Background: an optimization exercise with open tools, aiming at small area. Do not read the settings as production practice. At most, simulation tests tie the RTL to the original design; equivalence was not proved. Power figures rest on the tool's default switching activity, not on a simulated workload.

Design step_detector_cadence_core, start of the top module:
module step_detector_cadence_core #(
   parameter int COUNT_WIDTH = 24
) (
   input  logic               clock,
   input  logic               reset,
   input  logic               csr_we,
   input  logic [2:0]         csr_index,
   input  logic [15:0]        csr_wdata,
   input  logic               req_valid,
   output logic               req_stall,
   input  logic signed [15:0] req_accel_x,
   input  logic signed [15:0] req_accel_y,
   input  logic signed [15:0] req_accel_z,
   input  logic [31:0]        req_time_ms,
   input  logic               req_clear_count,
   output logic               rsp_valid,
   input  logic               rsp_stall,
   output logic               rsp_stepped,
   output logic [23:0]        rsp_step_count,
   output logic [16:0]        rsp_cadence
);
Size: ~210 flip-flops, roughly 150 I/O pins, ~9600 um^2 of cells after synthesis.
clock: 9.0 ns
lec_check: 0
cap_margin: 20
core_margin: 2
core_utilization: 65
place_density: 0.75
slew_margin: 20
standard.sh (not shown) runs the stock make flow with config.mk's settings and CLKGATE_MAP_FILE= SYNTH_SCRIPT=/design/flow/synth_recipe.tcl, a recipe that flattens the netlist after the stock synthesis.
==> flow/flow/run.sh <==
#!/bin/bash
# Standard synthesis and layout, with two changes: the port buffers are the smallest buffer
# (buf_1), and clock tree synthesis uses clkbuf_4 buffers in clusters of up to 8 and no dummy loads.
set -euo pipefail
cd "$(dirname "${BASH_SOURCE[0]}")/.."
bash standard.sh synth > synth_flow.log 2>&1
bash standard.sh \
   BUFFER_PORTS_ARGS="-buffer_cell sky130_fd_sc_hd__buf_1" \
   CTS_ARGS="-sink_clustering_enable -repair_clock_nets -dont_use_dummy_load -buf_list sky130_fd_sc_hd__clkbuf_4 -sink_clustering_size 8 -sink_clustering_max_diameter 40" \
   finish > layout_flow.log 2>&1
Change:
==> flow/flow/run.sh (replaced) <==
#!/bin/bash
# Standard synthesis and layout, with two changes: the port buffers are the smallest buffer
# (buf_1), and clock tree synthesis uses clkbuf_4 buffers in clusters of up to 10 and no dummy loads.
set -euo pipefail
cd "$(dirname "${BASH_SOURCE[0]}")/.."
bash standard.sh synth > synth_flow.log 2>&1
bash standard.sh \
   BUFFER_PORTS_ARGS="-buffer_cell sky130_fd_sc_hd__buf_1" \
   CTS_ARGS="-sink_clustering_enable -repair_clock_nets -dont_use_dummy_load -buf_list sky130_fd_sc_hd__clkbuf_4 -sink_clustering_size 10 -sink_clustering_max_diameter 40" \
   finish > layout_flow.log 2>&1
- CORE_UTILIZATION: 65 -> 70
- PLACE_DENSITY: 0.75 -> 0.85
Clock power went down by about 4%. Non-clock buffer count went down by 1. Final area hardly moves. Worst setup slack loses 0.35 ns. Routed wire length rose by 3.0%. Fmax came out lower by 4.6%. Clock skew fell by 0.024 ns.
Change:
==> flow/flow/run.sh (replaced) <==
#!/bin/bash
# Standard synthesis and layout, with two changes: the port buffers are the smallest buffer
# (buf_1), and clock tree synthesis uses clkbuf_2 buffers and no dummy loads.
set -euo pipefail
cd "$(dirname "${BASH_SOURCE[0]}")/.."
bash standard.sh synth > synth_flow.log 2>&1
bash standard.sh \
   BUFFER_PORTS_ARGS="-buffer_cell sky130_fd_sc_hd__buf_1" \
   CTS_ARGS="-sink_clustering_enable -repair_clock_nets -dont_use_dummy_load -buf_list sky130_fd_sc_hd__clkbuf_2" \
   finish > layout_flow.log 2>&1
- CORE_UTILIZATION: 70 -> 65
- PLACE_DENSITY: 0.85 -> 0.75
Result: The new run finished clean; count of clock-buffer cells in the layout is higher by 24; cell area goes up by 0.48%; power increases by 1.1%; synthesized cell count stays the same; sequential share of layout area decreases by 0.24 points; via count shrinks by 0.80%; core utilization went down by 5.8 points; combinational power is lower by about 4%; sequential power barely changes; die area increases by 7.4%; fmax rose by 2.8%.

---

Setup of before:
Another version of the RTL of step_detector_cadence_core (not shown whole).
Size: about 910 cells after synthesis, ~200 flip-flops, about 150 I/O pins, about 10000 sq um of cells after synthesis.
==> flow/config.mk <==
export PLATFORM = sky130hd
export DESIGN_NAME = step_detector_cadence_core
export DESIGN_NICKNAME = step_detector_cadence_core
export VERILOG_FILES = /design/flow/design.v
export SDC_FILE = /design/flow/constraint.sdc
export NUM_CORES = 4
export LEC_CHECK = 0
export CAP_MARGIN = 20
export CORE_MARGIN = 2
export CORE_UTILIZATION = 40
export SLEW_MARGIN = 20
==> flow/constraint.sdc <==
create_clock -name core_clock -period 9.0 [get_ports {clock}]
set_input_delay 1.8000 -clock core_clock [delete_from_list [all_inputs] [get_ports {clock}]]
set_output_delay 1.8000 -clock core_clock [all_outputs]
set_load 0.01 [all_outputs]
==> flow/flow/run.sh <==
#!/bin/bash
# Standard layout, with two changes: the port buffers are the smallest buffer (buf_1) and
# clock tree synthesis uses clkbuf_4 leaf buffers without dummy loads.
set -euo pipefail
cd "$(dirname "${BASH_SOURCE[0]}")/.."
bash standard.sh synth > synth_flow.log 2>&1
bash standard.sh \
   BUFFER_PORTS_ARGS="-buffer_cell sky130_fd_sc_hd__buf_1" \
   CTS_ARGS="-sink_clustering_enable -repair_clock_nets -dont_use_dummy_load -buf_list sky130_fd_sc_hd__clkbuf_4" \
   finish > layout_flow.log 2>&1
--- input diff before..after ---
==> flow/run.sh (new file) <==
#!/bin/bash
# synth_recipe.tcl (not shown) runs the flow's synth.tcl, then flattens the netlist and writes it again
# the make line also repeats each setting of config.mk as NAME=value (left out here)
make -C /OpenROAD-flow-scripts/flow DESIGN_CONFIG=/design/flow/config.mk WORK_HOME=/design/flow/orfs CLKGATE_MAP_FILE= SYNTH_SCRIPT=/design/flow/synth_recipe.tcl finish
removed: flow/flow/run.sh
removed: flow/standard.sh
Results
Sort before and after by time the worst path needs with I/O delays and setup asc -> top: before
Diff before -> after: worst-case setup margin in the final layout went down 0.51 ns, iteration count of the initial detailed-routing pass went down 1, total power consumption of the routed design went up 21%.
Type of the worst setup path: in2reg -> after, reg2reg -> before

---

step_detector_cadence_core, a different RTL version from the one above (not shown whole).
Size: about 210 flip-flops, ~150 I/O pins, about 10,000 um2 of cells after synthesis.
clock: 9.0 ns
lec_check: 0
cap_margin: 20
core_margin: 2
core_utilization: 40
slew_margin: 20
==> flow/flow/run.sh <==
#!/bin/bash
# Standard synthesis and layout, with two changes: the port buffers are the smallest buffer
# (buf_1), and clock tree synthesis uses clkbuf_2 buffers and no dummy loads.
set -euo pipefail
cd "$(dirname "${BASH_SOURCE[0]}")/.."
bash standard.sh synth > synth_flow.log 2>&1
bash standard.sh \
   BUFFER_PORTS_ARGS="-buffer_cell sky130_fd_sc_hd__buf_1" \
   CTS_ARGS="-sink_clustering_enable -repair_clock_nets -dont_use_dummy_load -buf_list sky130_fd_sc_hd__clkbuf_2" \
   finish > layout_flow.log 2>&1
==> next run, changes <==
Settings changed: CORE_UTILIZATION 40 to 65, PLACE_DENSITY set to 0.75.
- synthesized cell count does not change
- combinational power fell by about 0.9%
- power drops by 1.6%
- cell count goes down by 9.8%
- via count grows by 0.97%
- register-to-register slack gains 0.02 ns
- cell area went down by 1.8%
- sequential cell count does not change
- utilization is higher by 27 points
- non-clock buffer count came out lower by 1
- wire length decreases by 6.7%
No run of this note included a check of the RTL's function; only the layout flow was run.

---

Another version of the RTL of step_detector_cadence_core (not shown whole).
Size in the first run: roughly 910 cells after synthesis, about 200 flip-flops, ~10,000 µm² of cells after synthesis.
Settings: LEC_CHECK=0, CAP_MARGIN=20, CORE_MARGIN=2, CORE_UTILIZATION=40, SLEW_MARGIN=20; clock period 9.0 ns.
==> flow/flow/run.sh <==
#!/bin/bash
# Standard layout, with two changes: the port buffers are the smallest buffer (buf_1) and
# clock tree synthesis uses clkbuf_4 leaf buffers without dummy loads.
set -euo pipefail
cd "$(dirname "${BASH_SOURCE[0]}")/.."
bash standard.sh synth > synth_flow.log 2>&1
bash standard.sh \
   BUFFER_PORTS_ARGS="-buffer_cell sky130_fd_sc_hd__buf_1" \
   CTS_ARGS="-sink_clustering_enable -repair_clock_nets -dont_use_dummy_load -buf_list sky130_fd_sc_hd__clkbuf_8" \
   finish > layout_flow.log 2>&1
==> next run, changes <==
--- a/flow/flow/run.sh
+++ b/flow/flow/run.sh
@@ -9 +9 @@
-   CTS_ARGS="-sink_clustering_enable -repair_clock_nets -dont_use_dummy_load -buf_list sky130_fd_sc_hd__clkbuf_8" \
+   CTS_ARGS="-sink_clustering_enable -repair_clock_nets -dont_use_dummy_load -buf_list sky130_fd_sc_hd__clkbuf_2" \
What happened:
- The changed run completed with no timing, DRC or antenna violations
- cell count went up by 1.2%
- power went down by 9.1%
- die area is unchanged
- clock skew went up by 0.069 ns
Function was not checked in any run of this note: the RTL went through the layout flow alone.

-- what the ideal ports hide --
The results above use ideal ports. As a check the final layouts listed here were re-extracted and re-timed, cells and wires unchanged. Step 1 (the two cells are an assumption about what drives the block):
set clk [get_ports {clock}]
set_driving_cell -lib_cell sky130_fd_sc_hd__clkbuf_16 $clk
set_driving_cell -lib_cell sky130_fd_sc_hd__buf_2 [delete_from_list [all_inputs] $clk]
Step 2 moves the port delays by t, midway between the first and last clock arrival at a register: inputs arrive t later, outputs are due t later. That takes back most of the time a late clock gives input paths. a / b / c = no drivers / after step 1 / after step 2; a / b = the first two.
| run | shift t [ns] | setup WS [ns] | hold WS [ns] | slew at the worst register clock pin (ns) | pins driven straight from the clock port |
|---|---|---|---|---|---|
| the first run of note 1 | 0.659 | 1.693 / 1.693 / 1.693 | 0.331 / 0.331 / 0.331 | 0.11 / 0.11 | 1 |
| the second run of note 1 | 0.655 | 1.341 / 1.341 / 1.341 | 0.327 / 0.327 / 0.327 | 0.11 / 0.11 | 1 |
| the third run of note 1 | 0.771 | 1.548 / 1.548 / 1.548 | 0.311 / 0.311 / 0.311 | 0.10 / 0.10 | 1 |
| before | 0.631 | 1.057 / 1.057 / 0.474 | 0.312 / 0.312 / 0.312 | 0.07 / 0.07 | 1 |
| after | 0.561 | 0.550 / 0.572 / 0.011 | 0.325 / 0.325 / 0.325 | 0.06 / 0.06 | 1 |
| the first run of note 3 | 0.822 | 1.066 / 1.066 / 1.066 | 0.319 / 0.319 / 0.319 | 0.10 / 0.10 | 1 |
| the second run of note 3 | 0.749 | 1.083 / 1.083 / 1.083 | 0.321 / 0.321 / 0.321 | 0.11 / 0.11 | 1 |
| the first run of note 4 | 0.547 | 0.874 / 0.874 / 0.874 | 0.307 / 0.307 / 0.307 | 0.06 / 0.06 | 1 |
| the second run of note 4 | 0.785 | 0.867 / 0.867 / 0.867 | 0.301 / 0.301 / 0.301 | 0.10 / 0.10 | 1 |
After both steps setup and hold are still met in every run listed. The setup slack of before, which loses most, moves by 0.000 ns with the drivers and by -0.583 ns with both steps.
